From an optimization exercise on the open Yosys and OpenROAD flow, aimed at small area, a short achievable clock period and few clock cycles per item; shortcuts taken in it are not production practice.
Function was not checked in any run shown here: the RTL went through the layout flow alone.
Power is estimated from default activity; no workload was simulated.

==> flow/design.v (outline; a module is shown in full before it is edited, if it fits) <==
// module mbsd_decide: 783 lines
// module moving_baseline_spike_detector: 267 lines
// module mbsd_add: 29 lines
module moving_baseline_spike_detector #(
    parameter int WINDOW     = 8,
    parameter int DAY_LENGTH = 1440
) (
    input  logic                             i_clk,
    input  logic                             i_rst_n,
    input  logic                             i_valid,
    output logic                             o_ready,
    input  logic [mbsd_pkg::COUNT_W-1:0]     i_error_count,
    input  logic                             i_start_of_day,
    output logic                             o_valid,
    input  logic                             i_ready,
    output logic                             o_decision_valid,
    output logic                             o_anomaly,
    output logic [mbsd_pkg::MINUTE_W-1:0]    o_minute_index,
    output logic [mbsd_pkg::BASE_W-1:0]      o_baseline_sum,
    output logic [mbsd_pkg::TOTAL_W-1:0]     o_anomaly_total,
    input  logic                             i_cfg_valid,
    output logic                             o_cfg_ready,
    input  logic [mbsd_pkg::CFG_IDX_W-1:0]   i_cfg_index,
    input  logic [mbsd_pkg::CFG_W-1:0]       i_cfg_data
);
  // ...
==> flow/flow/run.sh <==
#!/bin/bash
# Standard ORFS layout (the standard.sh) with two changes to how the layout
# is made:
#  - timing repair aims for a larger setup-slack margin (flow/margin.txt), so it
#    keeps improving paths below the clock period;
#  - the port buffers that global placement inserts are plain buffers
#    (flow/port_buffer.txt) instead of the delay cell ORFS picks by default.
# The whole make output goes to make_flow.log; ORFS's per-step logs stay in
# orfs/logs.
set -euo pipefail
MARGIN=$(cat flow/margin.txt)
PORTBUF=$(cat flow/port_buffer.txt)
sed -e "s/SETUP_SLACK_MARGIN=[0-9.]*/SETUP_SLACK_MARGIN=${MARGIN}/" standard.sh > standard_margin.sh
grep -q "SETUP_SLACK_MARGIN=${MARGIN}" standard_margin.sh
bash standard_margin.sh "BUFFER_PORTS_ARGS=-buffer_cell ${PORTBUF}" finish > make_flow.log 2>&1
==> flow/flow/margin.txt <==
6.8
==> flow/flow/port_buffer.txt <==
sky130_fd_sc_hd__buf_2
==> flow/standard.sh <==
#!/bin/bash
# synth_recipe.tcl (not shown) runs the flow's synth.tcl, then flattens the netlist and writes it again
# the make line also repeats each setting of config.mk as NAME=value (left out here)
make -C /OpenROAD-flow-scripts/flow DESIGN_CONFIG=/design/flow/config.mk WORK_HOME=/design/flow/orfs CLKGATE_MAP_FILE= SYNTH_SCRIPT=/design/flow/synth_recipe.tcl "${@:-finish}"
==> flow/config.mk <==
export PLATFORM = sky130hd
export DESIGN_NAME = moving_baseline_spike_detector
export DESIGN_NICKNAME = moving_baseline_spike_detector
export VERILOG_FILES = /design/flow/design.v
export SDC_FILE = /design/flow/constraint.sdc
export NUM_CORES = 4
export LEC_CHECK = 0
export ABC_AREA = 1
export CAP_MARGIN = 20
export CORE_MARGIN = 2
export CORE_UTILIZATION = 40
export SETUP_SLACK_MARGIN = 5
export SLEW_MARGIN = 20
==> flow/constraint.sdc <==
create_clock -name core_clock -period 10.0 [get_ports {i_clk}]
set_input_delay 2.0000 -clock core_clock [delete_from_list [all_inputs] [get_ports {i_clk}]]
set_output_delay 2.0000 -clock core_clock [all_outputs]
set_load 0.01 [all_outputs]
==> results.txt, run 1 <==
The number of inserted filler cells in the final layout came out at between 5,000 and 6,000. The met1 track demand over resource came out at 0.2660. The cell type with the highest occurrence count on the critical path is sky130_fd_sc_hd__nand2_4. The combinational share of power is 0.344. For the pin with the worst max-slew slack, the measured transition is ~970 ps. The number of buffers created by CTS came out at between 40 and 50. Global routing finished with a remaining overflow of 0.

Setup repair after global routing could not meet its margin everywhere. The root buffer cell chosen for the clock tree is sky130_fd_sc_hd__clkbuf_16. In the finished design, the share of the clock period the worst path needs comes to 0.3422. For the sequential group, total power comes out at between 0.002 and 0.0025 W.

The clock network area share is 0.05521. In this run the critical register-to-register path is captured at r_out_total[3]. The fraction of synthesized area in multiplexers is 0. After detailed routing, the average wire length per cell comes to a little under 20 microns.

Data on the critical path is required at its endpoint by between 10,000 and 15,000 ps. Derived from the worst setup path, the maximum achievable clock frequency is 292.3 MHz. The detailed-routing iteration count for the pre-antenna-repair pass is 5.

The library cell used most frequently in the layout, excluding fill and tap cells, is sky130_fd_sc_hd__edfxtp_1. Along the worst hold path, the cell count comes to 0. The flow ran to the end and the layout has no timing, DRC or antenna violations. Among all cell classes, the greatest summed area belongs to flip-flops and latches. Of the total synthesized cell area, the portion taken by XOR and XNOR cells is 0.06828. After synthesis, the largest family of logic cells by area is adder cells. The register with the most flip-flops in the layout has 128 of them. About 1,200 cells are multi-input combinational gates.

The routing layer with the top usage in global route is met2. The post-synth net total came out at 2,330. The clock-pin slew on the worst setup and hold paths came out at 60 ps. The I/O pin count is 86.
==> inputs of run 2 (changes only) <==
--- a/flow/design.v
+++ b/flow/design.v
@@ -18,17 +18,17 @@
 module mbsd_decide (
     input  logic [18:0] s,
     input  logic [7:0]  m_one,
     input  logic [7:0]  m_two,
     input  logic [7:0]  m_neg,
     input  logic [15:0] c,
     output logic [35:0] r0,
     output logic [35:0] r1,
-    output logic [35:0] r2
+    output logic        co
 );
     logic one0, two0, neg0;
     logic [19:0] pp0;
     logic one1, two1, neg1;
     logic [19:0] pp1;
     logic one2, two2, neg2;
     logic [19:0] pp2;
     logic one3, two3, neg3;
@@ -268,16 +268,90 @@
     logic t225;
     logic t226;
     logic t227;
     logic t228;
     logic t229;
     logic t230;
     logic t231;
     logic t232;
+    logic t233;
+    logic t234;
+    logic t235;
+    logic t236;
+    logic t237;
+    logic t238;
+    logic t239;
+    logic t240;
+    logic t241;
+    logic t242;
+    logic t243;
+    logic t244;
+    logic t245;
+    logic t246;
+    logic t247;
+    logic t248;
+    logic t249;
+    logic t250;
+    logic t251;
+    logic t252;
+    logic t253;
+    logic t254;
+    logic t255;
+    logic t256;
+    logic t257;
+    logic t258;
+    logic t259;
+    logic t260;
+    logic t261;
+    logic t262;
+    logic t263;
+    logic t264;
+    logic t265;
+    logic t266;
+    logic t267;
+    logic t268;
+    logic t269;
+    logic t270;
+    logic t271;
+    logic t272;
+    logic t273;
+    logic t274;
+    logic t275;
+    logic t276;
+    logic t277;
+    logic t278;
+    logic t279;
+    logic t280;
+    logic t281;
+    logic t282;
+    logic t283;
+    logic t284;
+    logic t285;
+    logic t286;
+    logic t287;
+    logic t288;
+    logic t289;
+    logic t290;
+    logic t291;
+    logic t292;
+    logic t293;
+    logic t294;
+    logic t295;
+    logic t296;
+    logic t297;
+    logic t298;
+    logic t299;
+    logic t300;
+    logic t301;
+    logic t302;
+    logic t303;
+    logic t304;
+    logic t305;
+    logic t306;
     assign one0 = m_one[0];
     assign two0 = m_two[0];
     assign neg0 = m_neg[0];
     assign pp0[0] = ((one0 & s[0]) | (two0 & 1'b0)) ^ neg0;
     assign pp0[1] = ((one0 & s[1]) | (two0 & s[0])) ^ neg0;
     assign pp0[2] = ((one0 & s[2]) | (two0 & s[1])) ^ neg0;
     assign pp0[3] = ((one0 & s[3]) | (two0 & s[2])) ^ neg0;
     assign pp0[4] = ((one0 & s[4]) | (two0 & s[3])) ^ neg0;
@@ -452,356 +526,395 @@
     assign pp7[12] = ((one7 & s[12]) | (two7 & s[11])) ^ neg7;
     assign pp7[13] = ((one7 & s[13]) | (two7 & s[12])) ^ neg7;
     assign pp7[14] = ((one7 & s[14]) | (two7 & s[13])) ^ neg7;
     assign pp7[15] = ((one7 & s[15]) | (two7 & s[14])) ^ neg7;
     assign pp7[16] = ((one7 & s[16]) | (two7 & s[15])) ^ neg7;
     assign pp7[17] = ((one7 & s[17]) | (two7 & s[16])) ^ neg7;
     assign pp7[18] = ((one7 & s[18]) | (two7 & s[17])) ^ neg7;
     assign pp7[19] = ((one7 & 1'b0) | (two7 & s[18])) ^ neg7;
-    assign t1 = pp0[10] ^ pp1[8];
-    assign t2 = pp0[10] & pp1[8];
-    assign t3 = pp0[11] ^ pp1[9] ^ pp2[7];
-    assign t4 = (pp0[11] & pp1[9]) | (pp0[11] & pp2[7]) | (pp1[9] & pp2[7]);
-    assign t5 = pp3[5] ^ pp4[3];
-    assign t6 = pp3[5] & pp4[3];
-    assign t7 = pp0[12] ^ pp1[10] ^ pp2[8];
-    assign t8 = (pp0[12] & pp1[10]) | (pp0[12] & pp2[8]) | (pp1[10] & pp2[8]);
-    assign t9 = pp3[6] ^ pp4[4] ^ pp5[2];
-    assign t10 = (pp3[6] & pp4[4]) | (pp3[6] & pp5[2]) | (pp4[4] & pp5[2]);
-    assign t11 = pp6[0] ^ neg6;
-    assign t12 = pp6[0] & neg6;
-    assign t13 = pp0[13] ^ pp1[11] ^ pp2[9];
-    assign t14 = (pp0[13] & pp1[11]) | (pp0[13] & pp2[9]) | (pp1[11] & pp2[9]);
-    assign t15 = pp3[7] ^ pp4[5] ^ pp5[3];
-    assign t16 = (pp3[7] & pp4[5]) | (pp3[7] & pp5[3]) | (pp4[5] & pp5[3]);
-    assign t17 = pp6[1] ^ ~c[2];
-    assign t18 = pp6[1] & ~c[2];
-    assign t19 = pp0[14] ^ pp1[12] ^ pp2[10];
-    assign t20 = (pp0[14] & pp1[12]) | (pp0[14] & pp2[10]) | (pp1[12] & pp2[10]);
-    assign t21 = pp3[8] ^ pp4[6] ^ pp5[4];
-    assign t22 = (pp3[8] & pp4[6]) | (pp3[8] & pp5[4]) | (pp4[6] & pp5[4]);
-    assign t23 = pp6[2] ^ pp7[0] ^ ~c[3];
-    assign t24 = (pp6[2] & pp7[0]) | (pp6[2] & ~c[3]) | (pp7[0] & ~c[3]);
-    assign t25 = pp0[15] ^ pp1[13] ^ pp2[11];
-    assign t26 = (pp0[15] & pp1[13]) | (pp0[15] & pp2[11]) | (pp1[13] & pp2[11]);
-    assign t27 = pp3[9] ^ pp4[7] ^ pp5[5];
-    assign t28 = (pp3[9] & pp4[7]) | (pp3[9] & pp5[5]) | (pp4[7] & pp5[5]);
-    assign t29 = pp6[3] ^ pp7[1] ^ ~c[4];
-    assign t30 = (pp6[3] & pp7[1]) | (pp6[3] & ~c[4]) | (pp7[1] & ~c[4]);
-    assign t31 = pp0[16] ^ pp1[14] ^ pp2[12];
-    assign t32 = (pp0[16] & pp1[14]) | (pp0[16] & pp2[12]) | (pp1[14] & pp2[12]);
-    assign t33 = pp3[10] ^ pp4[8] ^ pp5[6];
-    assign t34 = (pp3[10] & pp4[8]) | (pp3[10] & pp5[6]) | (pp4[8] & pp5[6]);
-    assign t35 = pp6[4] ^ pp7[2] ^ ~c[5];
-    assign t36 = (pp6[4] & pp7[2]) | (pp6[4] & ~c[5]) | (pp7[2] & ~c[5]);
-    assign t37 = pp0[17] ^ pp1[15] ^ pp2[13];
-    assign t38 = (pp0[17] & pp1[15]) | (pp0[17] & pp2[13]) | (pp1[15] & pp2[13]);
-    assign t39 = pp3[11] ^ pp4[9] ^ pp5[7];
-    assign t40 = (pp3[11] & pp4[9]) | (pp3[11] & pp5[7]) | (pp4[9] & pp5[7]);
-    assign t41 = pp6[5] ^ pp7[3] ^ ~c[6];
-    assign t42 = (pp6[5] & pp7[3]) | (pp6[5] & ~c[6]) | (pp7[3] & ~c[6]);
-    assign t43 = pp0[18] ^ pp1[16] ^ pp2[14];
-    assign t44 = (pp0[18] & pp1[16]) | (pp0[18] & pp2[14]) | (pp1[16] & pp2[14]);
-    assign t45 = pp3[12] ^ pp4[10] ^ pp5[8];
-    assign t46 = (pp3[12] & pp4[10]) | (pp3[12] & pp5[8]) | (pp4[10] & pp5[8]);
-    assign t47 = pp6[6] ^ pp7[4] ^ ~c[7];
-    assign t48 = (pp6[6] & pp7[4]) | (pp6[6] & ~c[7]) | (pp7[4] & ~c[7]);
-    assign t49 = pp0[19] ^ pp1[17] ^ pp2[15];
-    assign t50 = (pp0[19] & pp1[17]) | (pp0[19] & pp2[15]) | (pp1[17] & pp2[15]);
-    assign t51 = pp3[13] ^ pp4[11] ^ pp5[9];
-    assign t52 = (pp3[13] & pp4[11]) | (pp3[13] & pp5[9]) | (pp4[11] & pp5[9]);
-    assign t53 = pp6[7] ^ pp7[5] ^ ~c[8];
-    assign t54 = (pp6[7] & pp7[5]) | (pp6[7] & ~c[8]) | (pp7[5] & ~c[8]);
-    assign t55 = neg0 ^ pp1[18] ^ pp2[16];
-    assign t56 = (neg0 & pp1[18]) | (neg0 & pp2[16]) | (pp1[18] & pp2[16]);
-    assign t57 = pp3[14] ^ pp4[12] ^ pp5[10];
-    assign t58 = (pp3[14] & pp4[12]) | (pp3[14] & pp5[10]) | (pp4[12] & pp5[10]);
-    assign t59 = pp6[8] ^ pp7[6] ^ ~c[9];
-    assign t60 = (pp6[8] & pp7[6]) | (pp6[8] & ~c[9]) | (pp7[6] & ~c[9]);
-    assign t61 = neg0 ^ pp1[19] ^ pp2[17];
-    assign t62 = (neg0 & pp1[19]) | (neg0 & pp2[17]) | (pp1[19] & pp2[17]);
-    assign t63 = pp3[15] ^ pp4[13] ^ pp5[11];
-    assign t64 = (pp3[15] & pp4[13]) | (pp3[15] & pp5[11]) | (pp4[13] & pp5[11]);
-    assign t65 = pp6[9] ^ pp7[7] ^ ~c[10];
-    assign t66 = (pp6[9] & pp7[7]) | (pp6[9] & ~c[10]) | (pp7[7] & ~c[10]);
-    assign t67 = ~neg0 ^ ~neg1 ^ pp2[18];
-    assign t68 = (~neg0 & ~neg1) | (~neg0 & pp2[18]) | (~neg1 & pp2[18]);
-    assign t69 = pp3[16] ^ pp4[14] ^ pp5[12];
-    assign t70 = (pp3[16] & pp4[14]) | (pp3[16] & pp5[12]) | (pp4[14] & pp5[12]);
-    assign t71 = pp6[10] ^ pp7[8] ^ ~c[11];
-    assign t72 = (pp6[10] & pp7[8]) | (pp6[10] & ~c[11]) | (pp7[8] & ~c[11]);
-    assign t73 = pp2[19] ^ pp3[17] ^ pp4[15];
-    assign t74 = (pp2[19] & pp3[17]) | (pp2[19] & pp4[15]) | (pp3[17] & pp4[15]);
-    assign t75 = pp5[13] ^ pp6[11] ^ pp7[9];
-    assign t76 = (pp5[13] & pp6[11]) | (pp5[13] & pp7[9]) | (pp6[11] & pp7[9]);
-    assign t77 = ~c[12] ^ 1'b1;
-    assign t78 = ~c[12] & 1'b1;
-    assign t79 = ~neg2 ^ pp3[18] ^ pp4[16];
-    assign t80 = (~neg2 & pp3[18]) | (~neg2 & pp4[16]) | (pp3[18] & pp4[16]);
-    assign t81 = pp5[14] ^ pp6[12] ^ pp7[10];
-    assign t82 = (pp5[14] & pp6[12]) | (pp5[14] & pp7[10]) | (pp6[12] & pp7[10]);
-    assign t83 = pp3[19] ^ pp4[17] ^ pp5[15];
-    assign t84 = (pp3[19] & pp4[17]) | (pp3[19] & pp5[15]) | (pp4[17] & pp5[15]);
-    assign t85 = pp6[13] ^ pp7[11];
-    assign t86 = pp6[13] & pp7[11];
-    assign t87 = ~neg3 ^ pp4[18] ^ pp5[16];
-    assign t88 = (~neg3 & pp4[18]) | (~neg3 & pp5[16]) | (pp4[18] & pp5[16]);
-    assign t89 = pp0[6] ^ pp1[4];
-    assign t90 = pp0[6] & pp1[4];
-    assign t91 = pp0[7] ^ pp1[5];
-    assign t92 = pp0[7] & pp1[5];
-    assign t93 = pp0[8] ^ pp1[6] ^ pp2[4];
-    assign t94 = (pp0[8] & pp1[6]) | (pp0[8] & pp2[4]) | (pp1[6] & pp2[4]);
-    assign t95 = pp3[2] ^ pp4[0];
-    assign t96 = pp3[2] & pp4[0];
-    assign t97 = pp0[9] ^ pp1[7] ^ pp2[5];
-    assign t98 = (pp0[9] & pp1[7]) | (pp0[9] & pp2[5]) | (pp1[7] & pp2[5]);
-    assign t99 = pp3[3] ^ pp4[1];
-    assign t100 = pp3[3] & pp4[1];
-    assign t101 = t1 ^ pp2[6] ^ pp3[4];
-    assign t102 = (t1 & pp2[6]) | (t1 & pp3[4]) | (pp2[6] & pp3[4]);
-    assign t103 = pp4[2] ^ pp5[0] ^ neg5;
-    assign t104 = (pp4[2] & pp5[0]) | (pp4[2] & neg5) | (pp5[0] & neg5);
-    assign t105 = t2 ^ t3 ^ t5;
-    assign t106 = (t2 & t3) | (t2 & t5) | (t3 & t5);
-    assign t107 = pp5[1] ^ ~c[0] ^ 1'b1;
-    assign t108 = (pp5[1] & ~c[0]) | (pp5[1] & 1'b1) | (~c[0] & 1'b1);
-    assign t109 = t4 ^ t6 ^ t7;
-    assign t110 = (t4 & t6) | (t4 & t7) | (t6 & t7);
-    assign t111 = t9 ^ t11 ^ ~c[1];
-    assign t112 = (t9 & t11) | (t9 & ~c[1]) | (t11 & ~c[1]);
-    assign t113 = t8 ^ t10 ^ t12;
-    assign t114 = (t8 & t10) | (t8 & t12) | (t10 & t12);
-    assign t115 = t13 ^ t15 ^ t17;
-    assign t116 = (t13 & t15) | (t13 & t17) | (t15 & t17);
-    assign t117 = t14 ^ t16 ^ t18;
-    assign t118 = (t14 & t16) | (t14 & t18) | (t16 & t18);
-    assign t119 = t19 ^ t21 ^ t23;
-    assign t120 = (t19 & t21) | (t19 & t23) | (t21 & t23);
-    assign t121 = t20 ^ t22 ^ t24;
-    assign t122 = (t20 & t22) | (t20 & t24) | (t22 & t24);
-    assign t123 = t25 ^ t27 ^ t29;
-    assign t124 = (t25 & t27) | (t25 & t29) | (t27 & t29);
-    assign t125 = t26 ^ t28 ^ t30;
-    assign t126 = (t26 & t28) | (t26 & t30) | (t28 & t30);
-    assign t127 = t31 ^ t33 ^ t35;
-    assign t128 = (t31 & t33) | (t31 & t35) | (t33 & t35);
-    assign t129 = t32 ^ t34 ^ t36;
-    assign t130 = (t32 & t34) | (t32 & t36) | (t34 & t36);
-    assign t131 = t37 ^ t39 ^ t41;
-    assign t132 = (t37 & t39) | (t37 & t41) | (t39 & t41);
-    assign t133 = t38 ^ t40 ^ t42;
-    assign t134 = (t38 & t40) | (t38 & t42) | (t40 & t42);
-    assign t135 = t43 ^ t45 ^ t47;
-    assign t136 = (t43 & t45) | (t43 & t47) | (t45 & t47);
-    assign t137 = t44 ^ t46 ^ t48;
-    assign t138 = (t44 & t46) | (t44 & t48) | (t46 & t48);
-    assign t139 = t49 ^ t51 ^ t53;
-    assign t140 = (t49 & t51) | (t49 & t53) | (t51 & t53);
-    assign t141 = t50 ^ t52 ^ t54;
-    assign t142 = (t50 & t52) | (t50 & t54) | (t52 & t54);
-    assign t143 = t55 ^ t57 ^ t59;
-    assign t144 = (t55 & t57) | (t55 & t59) | (t57 & t59);
-    assign t145 = t56 ^ t58 ^ t60;
-    assign t146 = (t56 & t58) | (t56 & t60) | (t58 & t60);
-    assign t147 = t61 ^ t63 ^ t65;
-    assign t148 = (t61 & t63) | (t61 & t65) | (t63 & t65);
-    assign t149 = t62 ^ t64 ^ t66;
-    assign t150 = (t62 & t64) | (t62 & t66) | (t64 & t66);
-    assign t151 = t67 ^ t69 ^ t71;
-    assign t152 = (t67 & t69) | (t67 & t71) | (t69 & t71);
-    assign t153 = t68 ^ t70 ^ t72;
-    assign t154 = (t68 & t70) | (t68 & t72) | (t70 & t72);
-    assign t155 = t73 ^ t75 ^ t77;
-    assign t156 = (t73 & t75) | (t73 & t77) | (t75 & t77);
-    assign t157 = t74 ^ t76 ^ t78;
-    assign t158 = (t74 & t76) | (t74 & t78) | (t76 & t78);
-    assign t159 = t79 ^ t81 ^ ~c[13];
-    assign t160 = (t79 & t81) | (t79 & ~c[13]) | (t81 & ~c[13]);
-    assign t161 = t80 ^ t82 ^ t83;
-    assign t162 = (t80 & t82) | (t80 & t83) | (t82 & t83);
-    assign t163 = t85 ^ ~c[14] ^ 1'b1;
-    assign t164 = (t85 & ~c[14]) | (t85 & 1'b1) | (~c[14] & 1'b1);
-    assign t165 = t84 ^ t86 ^ t87;
-    assign t166 = (t84 & t86) | (t84 & t87) | (t86 & t87);
-    assign t167 = pp6[14] ^ pp7[12] ^ ~c[15];
-    assign t168 = (pp6[14] & pp7[12]) | (pp6[14] & ~c[15]) | (pp7[12] & ~c[15]);
-    assign t169 = t88 ^ pp4[19] ^ pp5[17];
-    assign t170 = (t88 & pp4[19]) | (t88 & pp5[17]) | (pp4[19] & pp5[17]);
-    assign t171 = pp6[15] ^ pp7[13];
-    assign t172 = pp6[15] & pp7[13];
-    assign t173 = ~neg4 ^ pp5[18] ^ pp6[16];
-    assign t174 = (~neg4 & pp5[18]) | (~neg4 & pp6[16]) | (pp5[18] & pp6[16]);
-    assign t175 = pp5[19] ^ pp6[17];
-    assign t176 = pp5[19] & pp6[17];
-    assign t177 = pp0[4] ^ pp1[2];
-    assign t178 = pp0[4] & pp1[2];
-    assign t179 = pp0[5] ^ pp1[3];
-    assign t180 = pp0[5] & pp1[3];
-    assign t181 = t89 ^ pp2[2] ^ pp3[0];
-    assign t182 = (t89 & pp2[2]) | (t89 & pp3[0]) | (pp2[2] & pp3[0]);
-    assign t183 = t90 ^ t91 ^ pp2[3];
-    assign t184 = (t90 & t91) | (t90 & pp2[3]) | (t91 & pp2[3]);
-    assign t185 = t92 ^ t93 ^ t95;
-    assign t186 = (t92 & t93) | (t92 & t95) | (t93 & t95);
-    assign t187 = t94 ^ t96 ^ t97;
-    assign t188 = (t94 & t96) | (t94 & t97) | (t96 & t97);
-    assign t189 = t98 ^ t100 ^ t101;
-    assign t190 = (t98 & t100) | (t98 & t101) | (t100 & t101);
-    assign t191 = t102 ^ t104 ^ t105;
-    assign t192 = (t102 & t104) | (t102 & t105) | (t104 & t105);
-    assign t193 = t106 ^ t108 ^ t109;
-    assign t194 = (t106 & t108) | (t106 & t109) | (t108 & t109);
-    assign t195 = t110 ^ t112 ^ t113;
-    assign t196 = (t110 & t112) | (t110 & t113) | (t112 & t113);
-    assign t197 = t114 ^ t116 ^ t117;
-    assign t198 = (t114 & t116) | (t114 & t117) | (t116 & t117);
-    assign t199 = t118 ^ t120 ^ t121;
-    assign t200 = (t118 & t120) | (t118 & t121) | (t120 & t121);
-    assign t201 = t122 ^ t124 ^ t125;
-    assign t202 = (t122 & t124) | (t122 & t125) | (t124 & t125);
-    assign t203 = t126 ^ t128 ^ t129;
-    assign t204 = (t126 & t128) | (t126 & t129) | (t128 & t129);
-    assign t205 = t130 ^ t132 ^ t133;
-    assign t206 = (t130 & t132) | (t130 & t133) | (t132 & t133);
-    assign t207 = t134 ^ t136 ^ t137;
-    assign t208 = (t134 & t136) | (t134 & t137) | (t136 & t137);
-    assign t209 = t138 ^ t140 ^ t141;
-    assign t210 = (t138 & t140) | (t138 & t141) | (t140 & t141);
-    assign t211 = t142 ^ t144 ^ t145;
-    assign t212 = (t142 & t144) | (t142 & t145) | (t144 & t145);
-    assign t213 = t146 ^ t148 ^ t149;
-    assign t214 = (t146 & t148) | (t146 & t149) | (t148 & t149);
-    assign t215 = t150 ^ t152 ^ t153;
-    assign t216 = (t150 & t152) | (t150 & t153) | (t152 & t153);
-    assign t217 = t154 ^ t156 ^ t157;
-    assign t218 = (t154 & t156) | (t154 & t157) | (t156 & t157);
-    assign t219 = t158 ^ t160 ^ t161;
-    assign t220 = (t158 & t160) | (t158 & t161) | (t160 & t161);
-    assign t221 = t162 ^ t164 ^ t165;
-    assign t222 = (t162 & t164) | (t162 & t165) | (t164 & t165);
-    assign t223 = t166 ^ t168 ^ t169;
-    assign t224 = (t166 & t168) | (t166 & t169) | (t168 & t169);
-    assign t225 = t170 ^ t172 ^ t173;
-    assign t226 = (t170 & t172) | (t170 & t173) | (t172 & t173);
-    assign t227 = t174 ^ t175 ^ pp7[15];
-    assign t228 = (t174 & t175) | (t174 & pp7[15]) | (t175 & pp7[15]);
-    assign t229 = t176 ^ ~neg5 ^ pp6[18];
-    assign t230 = (t176 & ~neg5) | (t176 & pp6[18]) | (~neg5 & pp6[18]);
-    assign t231 = pp6[19] ^ pp7[17];
-    assign t232 = pp6[19] & pp7[17];
-    assign r0[0] = pp0[0];
-    assign r0[1] = pp0[1];
-    assign r0[2] = pp0[2];
-    assign r0[3] = pp0[3];
-    assign r0[4] = t177;
-    assign r0[5] = t178;
-    assign r0[6] = t180;
-    assign r0[7] = t182;
-    assign r0[8] = t184;
-    assign r0[9] = t186;
-    assign r0[10] = t188;
-    assign r0[11] = t190;
-    assign r0[12] = t192;
-    assign r0[13] = t194;
-    assign r0[14] = t196;
-    assign r0[15] = t198;
-    assign r0[16] = t200;
-    assign r0[17] = t202;
-    assign r0[18] = t204;
-    assign r0[19] = t206;
-    assign r0[20] = t208;
-    assign r0[21] = t210;
-    assign r0[22] = t212;
-    assign r0[23] = t214;
-    assign r0[24] = t216;
-    assign r0[25] = t218;
-    assign r0[26] = t220;
-    assign r0[27] = t222;
-    assign r0[28] = t224;
-    assign r0[29] = t226;
-    assign r0[30] = t228;
-    assign r0[31] = t230;
-    assign r0[32] = t232;
-    assign r0[33] = pp7[19];
-    assign r0[34] = ~neg7;
+    assign t1 = pp0[2] ^ pp1[0] ^ neg1;
+    assign t2 = (pp0[2] & pp1[0]) | (pp0[2] & neg1) | (pp1[0] & neg1);
+    assign t3 = pp0[4] ^ pp1[2] ^ pp2[0];
+    assign t4 = (pp0[4] & pp1[2]) | (pp0[4] & pp2[0]) | (pp1[2] & pp2[0]);
+    assign t5 = pp0[10] ^ pp1[8];
+    assign t6 = pp0[10] & pp1[8];
+    assign t7 = pp0[11] ^ pp1[9] ^ pp2[7];
+    assign t8 = (pp0[11] & pp1[9]) | (pp0[11] & pp2[7]) | (pp1[9] & pp2[7]);
+    assign t9 = pp3[5] ^ pp4[3];
+    assign t10 = pp3[5] & pp4[3];
+    assign t11 = pp0[12] ^ pp1[10] ^ pp2[8];
+    assign t12 = (pp0[12] & pp1[10]) | (pp0[12] & pp2[8]) | (pp1[10] & pp2[8]);
+    assign t13 = pp3[6] ^ pp4[4] ^ pp5[2];
+    assign t14 = (pp3[6] & pp4[4]) | (pp3[6] & pp5[2]) | (pp4[4] & pp5[2]);
+    assign t15 = pp6[0] ^ neg6;
+    assign t16 = pp6[0] & neg6;
+    assign t17 = pp0[13] ^ pp1[11] ^ pp2[9];
+    assign t18 = (pp0[13] & pp1[11]) | (pp0[13] & pp2[9]) | (pp1[11] & pp2[9]);
+    assign t19 = pp3[7] ^ pp4[5] ^ pp5[3];
+    assign t20 = (pp3[7] & pp4[5]) | (pp3[7] & pp5[3]) | (pp4[5] & pp5[3]);
+    assign t21 = pp6[1] ^ ~c[2];
+    assign t22 = pp6[1] & ~c[2];
+    assign t23 = pp0[14] ^ pp1[12] ^ pp2[10];
+    assign t24 = (pp0[14] & pp1[12]) | (pp0[14] & pp2[10]) | (pp1[12] & pp2[10]);
+    assign t25 = pp3[8] ^ pp4[6] ^ pp5[4];
+    assign t26 = (pp3[8] & pp4[6]) | (pp3[8] & pp5[4]) | (pp4[6] & pp5[4]);
+    assign t27 = pp6[2] ^ pp7[0] ^ ~c[3];
+    assign t28 = (pp6[2] & pp7[0]) | (pp6[2] & ~c[3]) | (pp7[0] & ~c[3]);
+    assign t29 = pp0[15] ^ pp1[13] ^ pp2[11];
+    assign t30 = (pp0[15] & pp1[13]) | (pp0[15] & pp2[11]) | (pp1[13] & pp2[11]);
+    assign t31 = pp3[9] ^ pp4[7] ^ pp5[5];
+    assign t32 = (pp3[9] & pp4[7]) | (pp3[9] & pp5[5]) | (pp4[7] & pp5[5]);
+    assign t33 = pp6[3] ^ pp7[1] ^ ~c[4];
+    assign t34 = (pp6[3] & pp7[1]) | (pp6[3] & ~c[4]) | (pp7[1] & ~c[4]);
+    assign t35 = pp0[16] ^ pp1[14] ^ pp2[12];
+    assign t36 = (pp0[16] & pp1[14]) | (pp0[16] & pp2[12]) | (pp1[14] & pp2[12]);
+    assign t37 = pp3[10] ^ pp4[8] ^ pp5[6];
+    assign t38 = (pp3[10] & pp4[8]) | (pp3[10] & pp5[6]) | (pp4[8] & pp5[6]);
+    assign t39 = pp6[4] ^ pp7[2] ^ ~c[5];
+    assign t40 = (pp6[4] & pp7[2]) | (pp6[4] & ~c[5]) | (pp7[2] & ~c[5]);
+    assign t41 = pp0[17] ^ pp1[15] ^ pp2[13];
+    assign t42 = (pp0[17] & pp1[15]) | (pp0[17] & pp2[13]) | (pp1[15] & pp2[13]);
+    assign t43 = pp3[11] ^ pp4[9] ^ pp5[7];
+    assign t44 = (pp3[11] & pp4[9]) | (pp3[11] & pp5[7]) | (pp4[9] & pp5[7]);
+    assign t45 = pp6[5] ^ pp7[3] ^ ~c[6];
+    assign t46 = (pp6[5] & pp7[3]) | (pp6[5] & ~c[6]) | (pp7[3] & ~c[6]);
+    assign t47 = pp0[18] ^ pp1[16] ^ pp2[14];
+    assign t48 = (pp0[18] & pp1[16]) | (pp0[18] & pp2[14]) | (pp1[16] & pp2[14]);
+    assign t49 = pp3[12] ^ pp4[10] ^ pp5[8];
+    assign t50 = (pp3[12] & pp4[10]) | (pp3[12] & pp5[8]) | (pp4[10] & pp5[8]);
+    assign t51 = pp6[6] ^ pp7[4] ^ ~c[7];
+    assign t52 = (pp6[6] & pp7[4]) | (pp6[6] & ~c[7]) | (pp7[4] & ~c[7]);
+    assign t53 = pp0[19] ^ pp1[17] ^ pp2[15];
+    assign t54 = (pp0[19] & pp1[17]) | (pp0[19] & pp2[15]) | (pp1[17] & pp2[15]);
+    assign t55 = pp3[13] ^ pp4[11] ^ pp5[9];
+    assign t56 = (pp3[13] & pp4[11]) | (pp3[13] & pp5[9]) | (pp4[11] & pp5[9]);
+    assign t57 = pp6[7] ^ pp7[5] ^ ~c[8];
+    assign t58 = (pp6[7] & pp7[5]) | (pp6[7] & ~c[8]) | (pp7[5] & ~c[8]);
+    assign t59 = neg0 ^ pp1[18] ^ pp2[16];
+    assign t60 = (neg0 & pp1[18]) | (neg0 & pp2[16]) | (pp1[18] & pp2[16]);
+    assign t61 = pp3[14] ^ pp4[12] ^ pp5[10];
+    assign t62 = (pp3[14] & pp4[12]) | (pp3[14] & pp5[10]) | (pp4[12] & pp5[10]);
+    assign t63 = pp6[8] ^ pp7[6] ^ ~c[9];
+    assign t64 = (pp6[8] & pp7[6]) | (pp6[8] & ~c[9]) | (pp7[6] & ~c[9]);
+    assign t65 = neg0 ^ pp1[19] ^ pp2[17];
+    assign t66 = (neg0 & pp1[19]) | (neg0 & pp2[17]) | (pp1[19] & pp2[17]);
+    assign t67 = pp3[15] ^ pp4[13] ^ pp5[11];
+    assign t68 = (pp3[15] & pp4[13]) | (pp3[15] & pp5[11]) | (pp4[13] & pp5[11]);
+    assign t69 = pp6[9] ^ pp7[7] ^ ~c[10];
+    assign t70 = (pp6[9] & pp7[7]) | (pp6[9] & ~c[10]) | (pp7[7] & ~c[10]);
+    assign t71 = ~neg0 ^ ~neg1 ^ pp2[18];
+    assign t72 = (~neg0 & ~neg1) | (~neg0 & pp2[18]) | (~neg1 & pp2[18]);
+    assign t73 = pp3[16] ^ pp4[14] ^ pp5[12];
+    assign t74 = (pp3[16] & pp4[14]) | (pp3[16] & pp5[12]) | (pp4[14] & pp5[12]);
+    assign t75 = pp6[10] ^ pp7[8] ^ ~c[11];
+    assign t76 = (pp6[10] & pp7[8]) | (pp6[10] & ~c[11]) | (pp7[8] & ~c[11]);
+    assign t77 = pp2[19] ^ pp3[17] ^ pp4[15];
+    assign t78 = (pp2[19] & pp3[17]) | (pp2[19] & pp4[15]) | (pp3[17] & pp4[15]);
+    assign t79 = pp5[13] ^ pp6[11] ^ pp7[9];
+    assign t80 = (pp5[13] & pp6[11]) | (pp5[13] & pp7[9]) | (pp6[11] & pp7[9]);
+    assign t81 = ~c[12] ^ 1'b1;
+    assign t82 = ~c[12] & 1'b1;
+    assign t83 = ~neg2 ^ pp3[18] ^ pp4[16];
+    assign t84 = (~neg2 & pp3[18]) | (~neg2 & pp4[16]) | (pp3[18] & pp4[16]);
+    assign t85 = pp5[14] ^ pp6[12] ^ pp7[10];
+    assign t86 = (pp5[14] & pp6[12]) | (pp5[14] & pp7[10]) | (pp6[12] & pp7[10]);
+    assign t87 = pp3[19] ^ pp4[17] ^ pp5[15];
+    assign t88 = (pp3[19] & pp4[17]) | (pp3[19] & pp5[15]) | (pp4[17] & pp5[15]);
+    assign t89 = pp6[13] ^ pp7[11];
+    assign t90 = pp6[13] & pp7[11];
+    assign t91 = ~neg3 ^ pp4[18] ^ pp5[16];
+    assign t92 = (~neg3 & pp4[18]) | (~neg3 & pp5[16]) | (pp4[18] & pp5[16]);
+    assign t93 = t2 ^ pp0[3] ^ pp1[1];
+    assign t94 = (t2 & pp0[3]) | (t2 & pp1[1]) | (pp0[3] & pp1[1]);
+    assign t95 = pp0[6] ^ pp1[4];
+    assign t96 = pp0[6] & pp1[4];
+    assign t97 = pp0[7] ^ pp1[5];
+    assign t98 = pp0[7] & pp1[5];
+    assign t99 = pp0[8] ^ pp1[6] ^ pp2[4];
+    assign t100 = (pp0[8] & pp1[6]) | (pp0[8] & pp2[4]) | (pp1[6] & pp2[4]);
+    assign t101 = pp3[2] ^ pp4[0];
+    assign t102 = pp3[2] & pp4[0];
+    assign t103 = pp0[9] ^ pp1[7] ^ pp2[5];
+    assign t104 = (pp0[9] & pp1[7]) | (pp0[9] & pp2[5]) | (pp1[7] & pp2[5]);
+    assign t105 = pp3[3] ^ pp4[1];
+    assign t106 = pp3[3] & pp4[1];
+    assign t107 = t5 ^ pp2[6] ^ pp3[4];
+    assign t108 = (t5 & pp2[6]) | (t5 & pp3[4]) | (pp2[6] & pp3[4]);
+    assign t109 = pp4[2] ^ pp5[0] ^ neg5;
+    assign t110 = (pp4[2] & pp5[0]) | (pp4[2] & neg5) | (pp5[0] & neg5);
+    assign t111 = t6 ^ t7 ^ t9;
+    assign t112 = (t6 & t7) | (t6 & t9) | (t7 & t9);
+    assign t113 = pp5[1] ^ ~c[0] ^ 1'b1;
+    assign t114 = (pp5[1] & ~c[0]) | (pp5[1] & 1'b1) | (~c[0] & 1'b1);
+    assign t115 = t8 ^ t10 ^ t11;
+    assign t116 = (t8 & t10) | (t8 & t11) | (t10 & t11);
+    assign t117 = t13 ^ t15 ^ ~c[1];
+    assign t118 = (t13 & t15) | (t13 & ~c[1]) | (t15 & ~c[1]);
+    assign t119 = t12 ^ t14 ^ t16;
+    assign t120 = (t12 & t14) | (t12 & t16) | (t14 & t16);
+    assign t121 = t17 ^ t19 ^ t21;
+    assign t122 = (t17 & t19) | (t17 & t21) | (t19 & t21);
+    assign t123 = t18 ^ t20 ^ t22;
+    assign t124 = (t18 & t20) | (t18 & t22) | (t20 & t22);
+    assign t125 = t23 ^ t25 ^ t27;
+    assign t126 = (t23 & t25) | (t23 & t27) | (t25 & t27);
+    assign t127 = t24 ^ t26 ^ t28;
+    assign t128 = (t24 & t26) | (t24 & t28) | (t26 & t28);
+    assign t129 = t29 ^ t31 ^ t33;
+    assign t130 = (t29 & t31) | (t29 & t33) | (t31 & t33);
+    assign t131 = t30 ^ t32 ^ t34;
+    assign t132 = (t30 & t32) | (t30 & t34) | (t32 & t34);
+    assign t133 = t35 ^ t37 ^ t39;
+    assign t134 = (t35 & t37) | (t35 & t39) | (t37 & t39);
+    assign t135 = t36 ^ t38 ^ t40;
+    assign t136 = (t36 & t38) | (t36 & t40) | (t38 & t40);
+    assign t137 = t41 ^ t43 ^ t45;
+    assign t138 = (t41 & t43) | (t41 & t45) | (t43 & t45);
+    assign t139 = t42 ^ t44 ^ t46;
+    assign t140 = (t42 & t44) | (t42 & t46) | (t44 & t46);
+    assign t141 = t47 ^ t49 ^ t51;
+    assign t142 = (t47 & t49) | (t47 & t51) | (t49 & t51);
+    assign t143 = t48 ^ t50 ^ t52;
+    assign t144 = (t48 & t50) | (t48 & t52) | (t50 & t52);
+    assign t145 = t53 ^ t55 ^ t57;
+    assign t146 = (t53 & t55) | (t53 & t57) | (t55 & t57);
+    assign t147 = t54 ^ t56 ^ t58;
+    assign t148 = (t54 & t56) | (t54 & t58) | (t56 & t58);
+    assign t149 = t59 ^ t61 ^ t63;
+    assign t150 = (t59 & t61) | (t59 & t63) | (t61 & t63);
+    assign t151 = t60 ^ t62 ^ t64;
+    assign t152 = (t60 & t62) | (t60 & t64) | (t62 & t64);
+    assign t153 = t65 ^ t67 ^ t69;
+    assign t154 = (t65 & t67) | (t65 & t69) | (t67 & t69);
+    assign t155 = t66 ^ t68 ^ t70;
+    assign t156 = (t66 & t68) | (t66 & t70) | (t68 & t70);
+    assign t157 = t71 ^ t73 ^ t75;
+    assign t158 = (t71 & t73) | (t71 & t75) | (t73 & t75);
+    assign t159 = t72 ^ t74 ^ t76;
+    assign t160 = (t72 & t74) | (t72 & t76) | (t74 & t76);
+    assign t161 = t77 ^ t79 ^ t81;
+    assign t162 = (t77 & t79) | (t77 & t81) | (t79 & t81);
+    assign t163 = t78 ^ t80 ^ t82;
+    assign t164 = (t78 & t80) | (t78 & t82) | (t80 & t82);
+    assign t165 = t83 ^ t85 ^ ~c[13];
+    assign t166 = (t83 & t85) | (t83 & ~c[13]) | (t85 & ~c[13]);
+    assign t167 = t84 ^ t86 ^ t87;
+    assign t168 = (t84 & t86) | (t84 & t87) | (t86 & t87);
+    assign t169 = t89 ^ ~c[14] ^ 1'b1;
+    assign t170 = (t89 & ~c[14]) | (t89 & 1'b1) | (~c[14] & 1'b1);
+    assign t171 = t88 ^ t90 ^ t91;
+    assign t172 = (t88 & t90) | (t88 & t91) | (t90 & t91);
+    assign t173 = pp6[14] ^ pp7[12] ^ ~c[15];
+    assign t174 = (pp6[14] & pp7[12]) | (pp6[14] & ~c[15]) | (pp7[12] & ~c[15]);
+    assign t175 = t92 ^ pp4[19] ^ pp5[17];
+    assign t176 = (t92 & pp4[19]) | (t92 & pp5[17]) | (pp4[19] & pp5[17]);
+    assign t177 = pp6[15] ^ pp7[13];
+    assign t178 = pp6[15] & pp7[13];
+    assign t179 = ~neg4 ^ pp5[18] ^ pp6[16];
+    assign t180 = (~neg4 & pp5[18]) | (~neg4 & pp6[16]) | (pp5[18] & pp6[16]);
+    assign t181 = pp5[19] ^ pp6[17];
+    assign t182 = pp5[19] & pp6[17];
+    assign t183 = t94 ^ t3 ^ neg2;
+    assign t184 = (t94 & t3) | (t94 & neg2) | (t3 & neg2);
+    assign t185 = t4 ^ pp0[5] ^ pp1[3];
+    assign t186 = (t4 & pp0[5]) | (t4 & pp1[3]) | (pp0[5] & pp1[3]);
+    assign t187 = t95 ^ pp2[2] ^ pp3[0];
+    assign t188 = (t95 & pp2[2]) | (t95 & pp3[0]) | (pp2[2] & pp3[0]);
+    assign t189 = t96 ^ t97 ^ pp2[3];
+    assign t190 = (t96 & t97) | (t96 & pp2[3]) | (t97 & pp2[3]);
+    assign t191 = t98 ^ t99 ^ t101;
+    assign t192 = (t98 & t99) | (t98 & t101) | (t99 & t101);
+    assign t193 = t100 ^ t102 ^ t103;
+    assign t194 = (t100 & t102) | (t100 & t103) | (t102 & t103);
+    assign t195 = t104 ^ t106 ^ t107;
+    assign t196 = (t104 & t106) | (t104 & t107) | (t106 & t107);
+    assign t197 = t108 ^ t110 ^ t111;
+    assign t198 = (t108 & t110) | (t108 & t111) | (t110 & t111);
+    assign t199 = t112 ^ t114 ^ t115;
+    assign t200 = (t112 & t114) | (t112 & t115) | (t114 & t115);
+    assign t201 = t116 ^ t118 ^ t119;
+    assign t202 = (t116 & t118) | (t116 & t119) | (t118 & t119);
+    assign t203 = t120 ^ t122 ^ t123;
+    assign t204 = (t120 & t122) | (t120 & t123) | (t122 & t123);
+    assign t205 = t124 ^ t126 ^ t127;
+    assign t206 = (t124 & t126) | (t124 & t127) | (t126 & t127);
+    assign t207 = t128 ^ t130 ^ t131;
+    assign t208 = (t128 & t130) | (t128 & t131) | (t130 & t131);
+    assign t209 = t132 ^ t134 ^ t135;
+    assign t210 = (t132 & t134) | (t132 & t135) | (t134 & t135);
+    assign t211 = t136 ^ t138 ^ t139;
+    assign t212 = (t136 & t138) | (t136 & t139) | (t138 & t139);
+    assign t213 = t140 ^ t142 ^ t143;
+    assign t214 = (t140 & t142) | (t140 & t143) | (t142 & t143);
+    assign t215 = t144 ^ t146 ^ t147;
+    assign t216 = (t144 & t146) | (t144 & t147) | (t146 & t147);
+    assign t217 = t148 ^ t150 ^ t151;
+    assign t218 = (t148 & t150) | (t148 & t151) | (t150 & t151);
+    assign t219 = t152 ^ t154 ^ t155;
+    assign t220 = (t152 & t154) | (t152 & t155) | (t154 & t155);
+    assign t221 = t156 ^ t158 ^ t159;
+    assign t222 = (t156 & t158) | (t156 & t159) | (t158 & t159);
+    assign t223 = t160 ^ t162 ^ t163;
+    assign t224 = (t160 & t162) | (t160 & t163) | (t162 & t163);
+    assign t225 = t164 ^ t166 ^ t167;
+    assign t226 = (t164 & t166) | (t164 & t167) | (t166 & t167);
+    assign t227 = t168 ^ t170 ^ t171;
+    assign t228 = (t168 & t170) | (t168 & t171) | (t170 & t171);
+    assign t229 = t172 ^ t174 ^ t175;
+    assign t230 = (t172 & t174) | (t172 & t175) | (t174 & t175);
+    assign t231 = t176 ^ t178 ^ t179;
+    assign t232 = (t176 & t178) | (t176 & t179) | (t178 & t179);
+    assign t233 = t180 ^ t181 ^ pp7[15];
+    assign t234 = (t180 & t181) | (t180 & pp7[15]) | (t181 & pp7[15]);
+    assign t235 = t182 ^ ~neg5 ^ pp6[18];
+    assign t236 = (t182 & ~neg5) | (t182 & pp6[18]) | (~neg5 & pp6[18]);
+    assign t237 = pp6[19] ^ pp7[17];
+    assign t238 = pp6[19] & pp7[17];
+    assign t239 = t184 ^ t185;
+    assign t240 = t184 & t185;
+    assign t241 = t186 ^ t187 ^ neg3;
+    assign t242 = (t186 & t187) | (t186 & neg3) | (t187 & neg3);
+    assign t243 = t188 ^ t189 ^ pp3[1];
+    assign t244 = (t188 & t189) | (t188 & pp3[1]) | (t189 & pp3[1]);
+    assign t245 = t190 ^ t191 ^ neg4;
+    assign t246 = (t190 & t191) | (t190 & neg4) | (t191 & neg4);
+    assign t247 = t192 ^ t193 ^ t105;
+    assign t248 = (t192 & t193) | (t192 & t105) | (t193 & t105);
+    assign t249 = t194 ^ t195 ^ t109;
+    assign t250 = (t194 & t195) | (t194 & t109) | (t195 & t109);
+    assign t251 = t196 ^ t197 ^ t113;
+    assign t252 = (t196 & t197) | (t196 & t113) | (t197 & t113);
+    assign t253 = t198 ^ t199 ^ t117;
+    assign t254 = (t198 & t199) | (t198 & t117) | (t199 & t117);
+    assign t255 = t200 ^ t201 ^ t121;
+    assign t256 = (t200 & t201) | (t200 & t121) | (t201 & t121);
+    assign t257 = t202 ^ t203 ^ t125;
+    assign t258 = (t202 & t203) | (t202 & t125) | (t203 & t125);
+    assign t259 = t204 ^ t205 ^ t129;
+    assign t260 = (t204 & t205) | (t204 & t129) | (t205 & t129);
+    assign t261 = t206 ^ t207 ^ t133;
+    assign t262 = (t206 & t207) | (t206 & t133) | (t207 & t133);
+    assign t263 = t208 ^ t209 ^ t137;
+    assign t264 = (t208 & t209) | (t208 & t137) | (t209 & t137);
+    assign t265 = t210 ^ t211 ^ t141;
+    assign t266 = (t210 & t211) | (t210 & t141) | (t211 & t141);
+    assign t267 = t212 ^ t213 ^ t145;
+    assign t268 = (t212 & t213) | (t212 & t145) | (t213 & t145);
+    assign t269 = t214 ^ t215 ^ t149;
+    assign t270 = (t214 & t215) | (t214 & t149) | (t215 & t149);
+    assign t271 = t216 ^ t217 ^ t153;
+    assign t272 = (t216 & t217) | (t216 & t153) | (t217 & t153);
+    assign t273 = t218 ^ t219 ^ t157;
+    assign t274 = (t218 & t219) | (t218 & t157) | (t219 & t157);
+    assign t275 = t220 ^ t221 ^ t161;
+    assign t276 = (t220 & t221) | (t220 & t161) | (t221 & t161);
+    assign t277 = t222 ^ t223 ^ t165;
+    assign t278 = (t222 & t223) | (t222 & t165) | (t223 & t165);
+    assign t279 = t224 ^ t225 ^ t169;
+    assign t280 = (t224 & t225) | (t224 & t169) | (t225 & t169);
+    assign t281 = t226 ^ t227 ^ t173;
+    assign t282 = (t226 & t227) | (t226 & t173) | (t227 & t173);
+    assign t283 = t228 ^ t229 ^ t177;
+    assign t284 = (t228 & t229) | (t228 & t177) | (t229 & t177);
+    assign t285 = t230 ^ t231 ^ pp7[14];
+    assign t286 = (t230 & t231) | (t230 & pp7[14]) | (t231 & pp7[14]);
+    assign t287 = t232 ^ t233 ^ 1'b1;
+    assign t288 = (t232 & t233) | (t232 & 1'b1) | (t233 & 1'b1);
+    assign t289 = t234 ^ t235 ^ pp7[16];
+    assign t290 = (t234 & t235) | (t234 & pp7[16]) | (t235 & pp7[16]);
+    assign t291 = t236 ^ t237 ^ 1'b1;
+    assign t292 = (t236 & t237) | (t236 & 1'b1) | (t237 & 1'b1);
+    assign t293 = t238 ^ ~neg6 ^ pp7[18];
+    assign t294 = (t238 & ~neg6) | (t238 & pp7[18]) | (~neg6 & pp7[18]);
+    assign t295 = pp7[19] ^ 1'b1;
+    assign t296 = pp7[19] & 1'b1;
+    assign t297 = pp0[0] & neg0;
+    assign t298 = pp0[0] ^ neg0;
+    assign t299 = 1'b0 | (pp0[1] & t297);
+    assign t300 = pp0[1] & t298;
+    assign t301 = 1'b0 | (t183 & 1'b0);
+    assign t302 = t183 & t93;
+    assign t303 = t301 | (t302 & 1'b0);
+    assign t304 = t302 & t1;
+    assign t305 = t303 | (t304 & t299);
+    assign t306 = t304 & t300;
+    assign r0[0] = 1'b0;
+    assign r0[1] = 1'b0;
+    assign r0[2] = 1'b0;
+    assign r0[3] = 1'b0;
+    assign r0[4] = 1'b0;
+    assign r0[5] = t239;
+    assign r0[6] = t240;
+    assign r0[7] = t242;
+    assign r0[8] = t244;
+    assign r0[9] = t246;
+    assign r0[10] = t248;
+    assign r0[11] = t250;
+    assign r0[12] = t252;
+    assign r0[13] = t254;
+    assign r0[14] = t256;
+    assign r0[15] = t258;
+    assign r0[16] = t260;
+    assign r0[17] = t262;
+    assign r0[18] = t264;
+    assign r0[19] = t266;
+    assign r0[20] = t268;
+    assign r0[21] = t270;
+    assign r0[22] = t272;
+    assign r0[23] = t274;
+    assign r0[24] = t276;
+    assign r0[25] = t278;
+    assign r0[26] = t280;
+    assign r0[27] = t282;
+    assign r0[28] = t284;
+    assign r0[29] = t286;
+    assign r0[30] = t288;
+    assign r0[31] = t290;
+    assign r0[32] = t292;
+    assign r0[33] = t294;
+    assign r0[34] = t296;
     assign r0[35] = 1'b1;
-    assign r1[0] = neg0;
+    assign r1[0] = 1'b0;
     assign r1[1] = 1'b0;
-    assign r1[2] = pp1[0];
-    assign r1[3] = pp1[1];
-    assign r1[4] = pp2[0];
-    assign r1[5] = t179;
-    assign r1[6] = t181;
-    assign r1[7] = t183;
-    assign r1[8] = t185;
-    assign r1[9] = t187;
-    assign r1[10] = t189;
-    assign r1[11] = t191;
-    assign r1[12] = t193;
-    assign r1[13] = t195;
-    assign r1[14] = t197;
-    assign r1[15] = t199;
-    assign r1[16] = t201;
-    assign r1[17] = t203;
-    assign r1[18] = t205;
-    assign r1[19] = t207;
-    assign r1[20] = t209;
-    assign r1[21] = t211;
-    assign r1[22] = t213;
-    assign r1[23] = t215;
-    assign r1[24] = t217;
-    assign r1[25] = t219;
-    assign r1[26] = t221;
-    assign r1[27] = t223;
-    assign r1[28] = t225;
-    assign r1[29] = t227;
-    assign r1[30] = t229;
-    assign r1[31] = t231;
-    assign r1[32] = ~neg6;
-    assign r1[33] = 1'b1;
-    assign r1[34] = 1'b0;
+    assign r1[2] = 1'b0;
+    assign r1[3] = 1'b0;
+    assign r1[4] = 1'b0;
+    assign r1[5] = pp2[1];
+    assign r1[6] = t241;
+    assign r1[7] = t243;
+    assign r1[8] = t245;
+    assign r1[9] = t247;
+    assign r1[10] = t249;
+    assign r1[11] = t251;
+    assign r1[12] = t253;
+    assign r1[13] = t255;
+    assign r1[14] = t257;
+    assign r1[15] = t259;
+    assign r1[16] = t261;
+    assign r1[17] = t263;
+    assign r1[18] = t265;
+    assign r1[19] = t267;
+    assign r1[20] = t269;
+    assign r1[21] = t271;
+    assign r1[22] = t273;
+    assign r1[23] = t275;
+    assign r1[24] = t277;
+    assign r1[25] = t279;
+    assign r1[26] = t281;
+    assign r1[27] = t283;
+    assign r1[28] = t285;
+    assign r1[29] = t287;
+    assign r1[30] = t289;
+    assign r1[31] = t291;
+    assign r1[32] = t293;
+    assign r1[33] = t295;
+    assign r1[34] = ~neg7;
     assign r1[35] = 1'b0;
-    assign r2[0] = 1'b0;
-    assign r2[1] = 1'b0;
-    assign r2[2] = neg1;
-    assign r2[3] = 1'b0;
-    assign r2[4] = neg2;
-    assign r2[5] = pp2[1];
-    assign r2[6] = neg3;
-    assign r2[7] = pp3[1];
-    assign r2[8] = neg4;
-    assign r2[9] = t99;
-    assign r2[10] = t103;
-    assign r2[11] = t107;
-    assign r2[12] = t111;
-    assign r2[13] = t115;
-    assign r2[14] = t119;
-    assign r2[15] = t123;
-    assign r2[16] = t127;
-    assign r2[17] = t131;
-    assign r2[18] = t135;
-    assign r2[19] = t139;
-    assign r2[20] = t143;
-    assign r2[21] = t147;
-    assign r2[22] = t151;
-    assign r2[23] = t155;
-    assign r2[24] = t159;
-    assign r2[25] = t163;
-    assign r2[26] = t167;
-    assign r2[27] = t171;
-    assign r2[28] = pp7[14];
-    assign r2[29] = 1'b1;
-    assign r2[30] = pp7[16];
-    assign r2[31] = 1'b1;
-    assign r2[32] = pp7[18];
-    assign r2[33] = 1'b0;
-    assign r2[34] = 1'b0;
-    assign r2[35] = 1'b0;
+    assign co = t305;
 endmodule
 module moving_baseline_spike_detector #(
     parameter int WINDOW     = 8,
     parameter int DAY_LENGTH = 1440
 ) (
     input  logic                             i_clk,
     input  logic                             i_rst_n,
     input  logic                             i_valid,
@@ -819,16 +932,18 @@
     output logic                             o_cfg_ready,
     input  logic [mbsd_pkg::CFG_IDX_W-1:0]   i_cfg_index,
     input  logic [mbsd_pkg::CFG_W-1:0]       i_cfg_data
 );
     localparam int COUNT_W = mbsd_pkg::COUNT_W;
     localparam int TOTAL_W = mbsd_pkg::TOTAL_W;
     localparam int SUM_W   = 19;
     localparam int MC_W    = 11;
+    localparam int FOLD    = 5;
+    localparam int ZW      = 36 - FOLD;
     logic [15:0] r_thr;
     logic [23:0] r_mult_digits;
     logic [7:0]  r_mult_one;
     logic [7:0]  r_mult_two;
     logic [7:0]  r_mult_neg;
     assign {r_mult_one, r_mult_two, r_mult_neg} = r_mult_digits;
     function automatic logic [23:0] booth_digits(input logic [15:0] m);
         logic [16:0] mx;
@@ -840,36 +955,38 @@
             one[i] = mx[2*i+1] ^ mx[2*i];
             two[i] = (mx[2*i+2] & ~mx[2*i+1] & ~mx[2*i]) | (~mx[2*i+2] & mx[2*i+1] & mx[2*i]);
             neg[i] = mx[2*i+2];
         end
         booth_digits = {one, two, neg};
     endfunction
     localparam logic [23:0] MULT_RST_DIGITS = booth_digits(mbsd_pkg::SPIKE_MULT_RST);
     logic               r_fresh;
+    logic               r_sk_ready;
     logic               r_sk_valid;
     logic [COUNT_W-1:0] r_sk_count;
     logic               r_sk_sod;
     logic               r_in_valid;
     logic [COUNT_W-1:0] r_in_count;
     logic               r_in_sod;
     logic [COUNT_W-1:0] r_hist [WINDOW];
     logic [SUM_W-1:0]   r_sum;
     logic [MC_W-1:0]    r_minute;
     logic               r_full;
     logic               r_in_day;
     logic               r_dc_valid;
     logic               r_dc_sod;
     logic               r_dc_above;
     logic               r_dc_dvalid;
-    logic [35:0]        r_dc_r0;
-    logic [35:0]        r_dc_r1;
-    logic [35:0]        r_dc_r2;
+    logic [35:FOLD]     r_dc_r0;
+    logic [35:FOLD]     r_dc_r1;
+    logic               r_dc_co;
     logic [SUM_W-1:0]   r_dc_sum;
     logic               r_out_valid;
+    logic               r_out_empty;
     logic               r_out_dvalid;
     logic               r_out_anomaly;
     logic [MC_W-1:0]    r_out_minute;
     logic [SUM_W-1:0]   r_out_base;
     logic [TOTAL_W-1:0] r_out_total;
     logic               w_adv;
     logic               w_accept;
     logic               w_load;
@@ -886,51 +1003,52 @@
     logic [SUM_W-1:0]   w_sum_c;
     logic [SUM_W-1:0]   w_sum_maj;
     logic [SUM_W-1:0]   w_sum_cs_s;
     logic [SUM_W-1:0]   w_sum_cs_c;
     logic [SUM_W-1:0]   w_sum_add;
     logic [SUM_W-1:0]   w_sum_next;
     logic [35:0]        w_r0;
     logic [35:0]        w_r1;
-    logic [35:0]        w_r2;
-    logic [35:0]        w_t_s;
-    logic [35:0]        w_t_maj;
-    logic [35:0]        w_t_c;
+    logic               w_co;
     logic [35:0]        w_q;
-    logic [35:0]        w_cs_s;
-    logic [35:0]        w_cs_maj;
-    logic [35:0]        w_cs_c;
-    logic [35:0]        w_z;
+    logic [ZW-1:0]      w_qh;
+    logic [ZW-1:0]      w_cs_s;
+    logic [ZW-1:0]      w_cs_maj;
+    logic [ZW-1:0]      w_cs_c;
+    logic [ZW-1:0]      w_z;
     logic               w_flag;
     logic [TOTAL_W-1:0] w_tprev;
     logic [TOTAL_W-1:0] w_total;
     logic [MC_W-1:0]    w_out_minute;
-    assign w_adv       = !r_out_valid || i_ready;
-    assign o_ready     = !r_sk_valid;
+    assign w_adv       = r_out_empty || i_ready;
+    assign o_ready     = r_sk_ready;
     assign w_accept    = i_valid && !r_sk_valid;
     assign o_cfg_ready = 1'b1;
     always_ff @(posedge i_clk) begin
         if (!i_rst_n) begin
             r_thr         <= mbsd_pkg::MIN_THRESHOLD_RST;
             r_mult_digits <= MULT_RST_DIGITS;
         end else if (i_cfg_valid) begin
             if (i_cfg_index == mbsd_pkg::CFG_MIN_THRESHOLD) r_thr <= i_cfg_data;
             if (i_cfg_index == mbsd_pkg::CFG_SPIKE_MULT) begin
                 r_mult_digits <= booth_digits(i_cfg_data);
             end
         end
     end
     always_ff @(posedge i_clk) begin
         if (!i_rst_n) begin
             r_sk_valid <= 1'b0;
+            r_sk_ready <= 1'b1;
         end else if (w_adv) begin
             r_sk_valid <= 1'b0;
+            r_sk_ready <= 1'b1;
         end else if (w_accept && r_in_valid) begin
             r_sk_valid <= 1'b1;
+            r_sk_ready <= 1'b0;
         end
     end
     always_ff @(posedge i_clk) begin
         if (w_accept) begin
             r_sk_count <= i_error_count;
             r_sk_sod   <= i_start_of_day;
         end
     end
@@ -995,59 +1113,59 @@
     mbsd_decide u_decide (
         .s     (r_sum),
         .m_one (r_mult_one),
         .m_two (r_mult_two),
         .m_neg (r_mult_neg),
         .c     (r_in_count),
         .r0    (w_r0),
         .r1    (w_r1),
-        .r2    (w_r2)
+        .co    (w_co)
     );
     always_ff @(posedge i_clk) begin
         if (!i_rst_n) begin
             r_dc_valid <= 1'b0;
         end else if (w_adv) begin
             r_dc_valid <= r_in_valid;
         end
     end
     always_ff @(posedge i_clk) begin
         if (w_adv) begin
             r_dc_sod    <= r_in_sod;
             r_dc_above  <= r_in_count >= r_thr;
             r_dc_dvalid <= w_full && w_in_day;
-            r_dc_r0     <= w_r0;
-            r_dc_r1     <= w_r1;
-            r_dc_r2     <= w_r2;
+            r_dc_r0     <= w_r0[35:FOLD];
+            r_dc_r1     <= w_r1[35:FOLD];
+            r_dc_co     <= w_co;
             r_dc_sum    <= w_sum;
         end
     end
     assign w_q      = r_mult_neg[7] ? ((36'(r_dc_sum) << 16) | 36'(1 << 14)) : '0;
-    assign w_t_s    = r_dc_r0 ^ r_dc_r1 ^ r_dc_r2;
-    assign w_t_maj  = (r_dc_r0 & r_dc_r1) | (r_dc_r0 & r_dc_r2) | (r_dc_r1 & r_dc_r2);
-    assign w_t_c    = {w_t_maj[34:0], 1'b0};
-    assign w_cs_s   = w_t_s ^ w_t_c ^ w_q;
-    assign w_cs_maj = (w_t_s & w_t_c) | (w_t_s & w_q) | (w_t_c & w_q);
-    assign w_cs_c   = {w_cs_maj[34:0], 1'b0};
-    mbsd_add #(.W(36)) u_cmp_add (
+    assign w_qh     = w_q[35:FOLD];
+    assign w_cs_s   = r_dc_r0 ^ r_dc_r1 ^ w_qh;
+    assign w_cs_maj = (r_dc_r0 & r_dc_r1) | (r_dc_r0 & w_qh) | (r_dc_r1 & w_qh);
+    assign w_cs_c   = {w_cs_maj[ZW-2:0], 1'b0};
+    mbsd_add #(.W(ZW)) u_cmp_add (
         .a   (w_cs_s),
         .b   (w_cs_c),
-        .cin (1'b0),
+        .cin (r_dc_co),
         .s   (w_z)
     );
-    assign w_flag  = r_dc_dvalid && r_dc_above && ((r_dc_sum == '0) || w_z[35]);
+    assign w_flag  = r_dc_dvalid && r_dc_above && ((r_dc_sum == '0) || w_z[ZW-1]);
     assign w_tprev = r_dc_sod ? '0 : r_out_total;
     assign w_total = (w_flag && (w_tprev != mbsd_pkg::TOTAL_MAX)) ? w_tprev + TOTAL_W'(1) : w_tprev;
     assign w_out_minute = r_dc_sod ? '0 :
                           (r_out_minute == MC_W'(DAY_LENGTH)) ? r_out_minute : r_out_minute + MC_W'(1);
     always_ff @(posedge i_clk) begin
         if (!i_rst_n) begin
             r_out_valid <= 1'b0;
+            r_out_empty <= 1'b1;
         end else if (w_adv) begin
             r_out_valid <= r_dc_valid;
+            r_out_empty <= !r_dc_valid;
         end
     end
     always_ff @(posedge i_clk) begin
         if (w_adv && r_dc_valid) begin
             r_out_total  <= w_total;
             r_out_minute <= w_out_minute;
         end
     end
==> flow/flow/margin.txt (replaced) <==
6.6
==> flow/config.mk (replaced) <==
export PLATFORM = sky130hd
export DESIGN_NAME = moving_baseline_spike_detector
export DESIGN_NICKNAME = moving_baseline_spike_detector
export VERILOG_FILES = /design/flow/design.v
export SDC_FILE = /design/flow/constraint.sdc
export NUM_CORES = 4
export LEC_CHECK = 0
export ABC_AREA = 1
export CAP_MARGIN = 20
export CORE_MARGIN = 2
export CORE_UTILIZATION = 55
export CTS_CLUSTER_DIAMETER = 80
export CTS_CLUSTER_SIZE = 24
export SETUP_SLACK_MARGIN = 5
export SLEW_MARGIN = 20
==> run 2 against run 1 <==
Critical path type is now primary input to register; area after synthesis down 3.4%; utilization up 15 points; largest power group unchanged; power down 24%; register-to-register slack better by 40 ps; clock skew up 11 ps; synthesized cell count up 1.3%; hold slack better by 9.4 ps; sequential power down 9%; global-route usage up 5.3 points; routed wire length down 11%; still clean on timing, DRC and antenna.
==> results.txt, run 2 <==
The combinational share of power came out at 0.328 (was 0.344). The sequential element share of the synthesized area is 0.4758 (was 0.5022). The XOR/XNOR share of the synthesized area came out at 0.07070 (was 0.06828).

The most instantiated library cell after synthesis was sky130_fd_sc_hd__inv_1 (was sky130_fd_sc_hd__edfxtp_1). The fraction of synthesized area in multiplexers is 0.0005078 (was 0). The number of buffers created by CTS is 22 (was 44). Setup repair after global routing missed its margin: yes (unchanged).

The required time of the worst setup path is 10,240 ps (was 10,350 ps). The final critical-path setup slack is 6547 ps (was 6578 ps). The number of clock sinks was 367 (was 399). The final cycle utilization of the critical path came out at 0.3453 (was 0.3422). The share of power burned in registers is 0.449 (was 0.371). The commonest non-fill, non-tap cell in the layout is sky130_fd_sc_hd__inv_1 (was sky130_fd_sc_hd__edfxtp_1).

The clock-pin slew on the worst setup and hold paths is 90 ps (was 60 ps). The post-synth net total is 2,350 (was 2,330). The global routing usage summed across all routing layers was 0.2489 (was 0.1956). The cell type with the highest occurrence count on the critical path is sky130_fd_sc_hd__clkinvlp_4 (was sky130_fd_sc_hd__nand2_4). The part of the power in the clock network came out at 0.223 (was 0.284). The synthesized-area fraction occupied by adder cells is 0.2018 (was 0.1973). The routed length per placed instance was 19.32 microns (was 19.83 microns).

The top cell family by delay on the critical path is buffers and inverters (was simple AND/OR/NAND/NOR gates). The area inside the core boundary is 39,730 sq um (was 56,600 sq um). The clock root buffer is sky130_fd_sc_hd__clkbuf_16 (unchanged).

The I/O pin count came to 86 (unchanged). The number of inserted filler cells in the final layout is 3,268 (was 5,121). The highest clock frequency the design can meet was 289.6 MHz (was 292.3 MHz). The number of flip-flops under the largest register name came out at 128 (unchanged). The detailed-routing iteration count for the pre-antenna-repair pass came out at 8 (was 5). The y dimension of the die came out at 204.8 microns (was 243.6 microns). The combinational family with the most area after synthesis is adder cells (unchanged). Outcome: no timing/DRC/antenna violations (unchanged). The leftover overflow at the end of global routing was 0 (unchanged). The synthesis-to-finish area growth is 12.03% (was 16.97%). The measured slew at the worst slew-check pin came out at 941.5 ps (was 965.1 ps).
## run 2: cell count changes after synthesis, sizes merged, moves of 4 or more
cell    change
buf         +5
ha          -6
clkinv      +7
nand2      -11
inv        +62
nor3        +4
xor2        +8
xnor2       -8
edfxtp     -34
a21oi       +8
clkbuf      -5
nor2        -8
## run 2: cell type report
class | instances | area, sq um | share of cell area
multi-input cells | 1184 | 9942 | 0.4002
well taps | 525 | 656.9 | 0.02644
inverters | 423 | 1764 | 0.07101
clock inverters | 11 | 160.2 | 0.006447
flip-flops and latches | 367 | 10580 | 0.4258
clock buffers | 24 | 558.0 | 0.02246
repair buffers | 167 | 1150 | 0.04629
repair inverters | 6 | 32.53 | 0.001309
## run 2: path summary, 6_finish.rpt
kind / to / cells past startpoint / start / slack (ps)
setup / recovery: r_hist[6][12] / 6 / i_ready / 6550
hold / removal: r_hist[4][8] / 0 / r_hist[3][8] / 420
setup reg to reg: r_dc_r1[7] / 11 / r_sum[12] / 6620
hold reg to reg: r_hist[4][8] / 0 / r_hist[3][8] / 420
## run 2: stage by stage
stage / hold slack, ps / total power, W / utilization
after floorplan: 400.3 / 0.003004 / -
after global placement: 400.7 / 0.003349 / 0.5793
after detailed placement: 404.5 / 0.003408 / 0.5800
after CTS: 424.1 / 0.004423 / 0.6064
after global routing: 430.1 / 0.004804 / 0.6253
final: 418.1 / 0.004457 / 0.6253
## run 2: kinds of logic after synthesis
group	Yosys count
AO/OA/AOI/OAI	307
XOR/XNOR	179
adder cells (fa/ha/maj)	259
buffers and inverters	504
flip-flops	367
multiplexers	1
other	1
AND/OR/NAND/NOR	435
## run 2: routing by layer
metal  share of wire  vias up  wire length [microns]  GRT usage
met4           0.035        2                   1851    0.08049
met2            0.45      539                  23500     0.3894
met5         0.00023        -                     12          0
met1            0.44     7195                  23170     0.3574
li1                -     6979                      -          -
met3           0.072      108                   3757    0.04057
## run 2: what timing repair did
item,4_1_cts,5_1_grt
setup endpoints to repair,159,221
gates cloned,1,8
pin swaps,1,23
resized for setup,87,64
setup buffers,13,58
## run 2: power groups by stage
stage	clock network [W]	logic [W]	registers [W]
detailed placement	0	0.00137	0.00203
global route	0.00107	0.00171	0.00202
floorplan	0	0.00100	0.00200
global placement	0	0.00132	0.00203
finish	0.000992	0.00146	0.00200
CTS	0.00102	0.00140	0.00200

## separate check: timing with driven ports
The results above use ideal ports. As a check the final layouts listed here were re-extracted and re-timed, cells and wires unchanged. Step 1 assumes that a clkbuf_16 drives the clock port and a buf_2 every other input. Step 2 also shifts input and output timing later by t, the mid clock arrival at the registers, as if the neighbouring blocks saw the same clock. Slacks: no drivers / after step 1 / after step 2; pairs: no drivers / after step 1.
run | t, ns | setup WS [ns] | worst register clock-pin slew, ns | pins driven straight from the clock port
run 1 | 0.641 | 6.578 / 6.578 / 6.270 | 0.07 / 0.07 | 1
run 2 | 0.625 | 6.547 / 6.580 / 5.955 | 0.10 / 0.10 | 1
After both steps setup and hold are still met in every run listed. The setup slack of run 2, which loses most, moves by +0.033 ns with the drivers and by -0.592 ns with both steps.
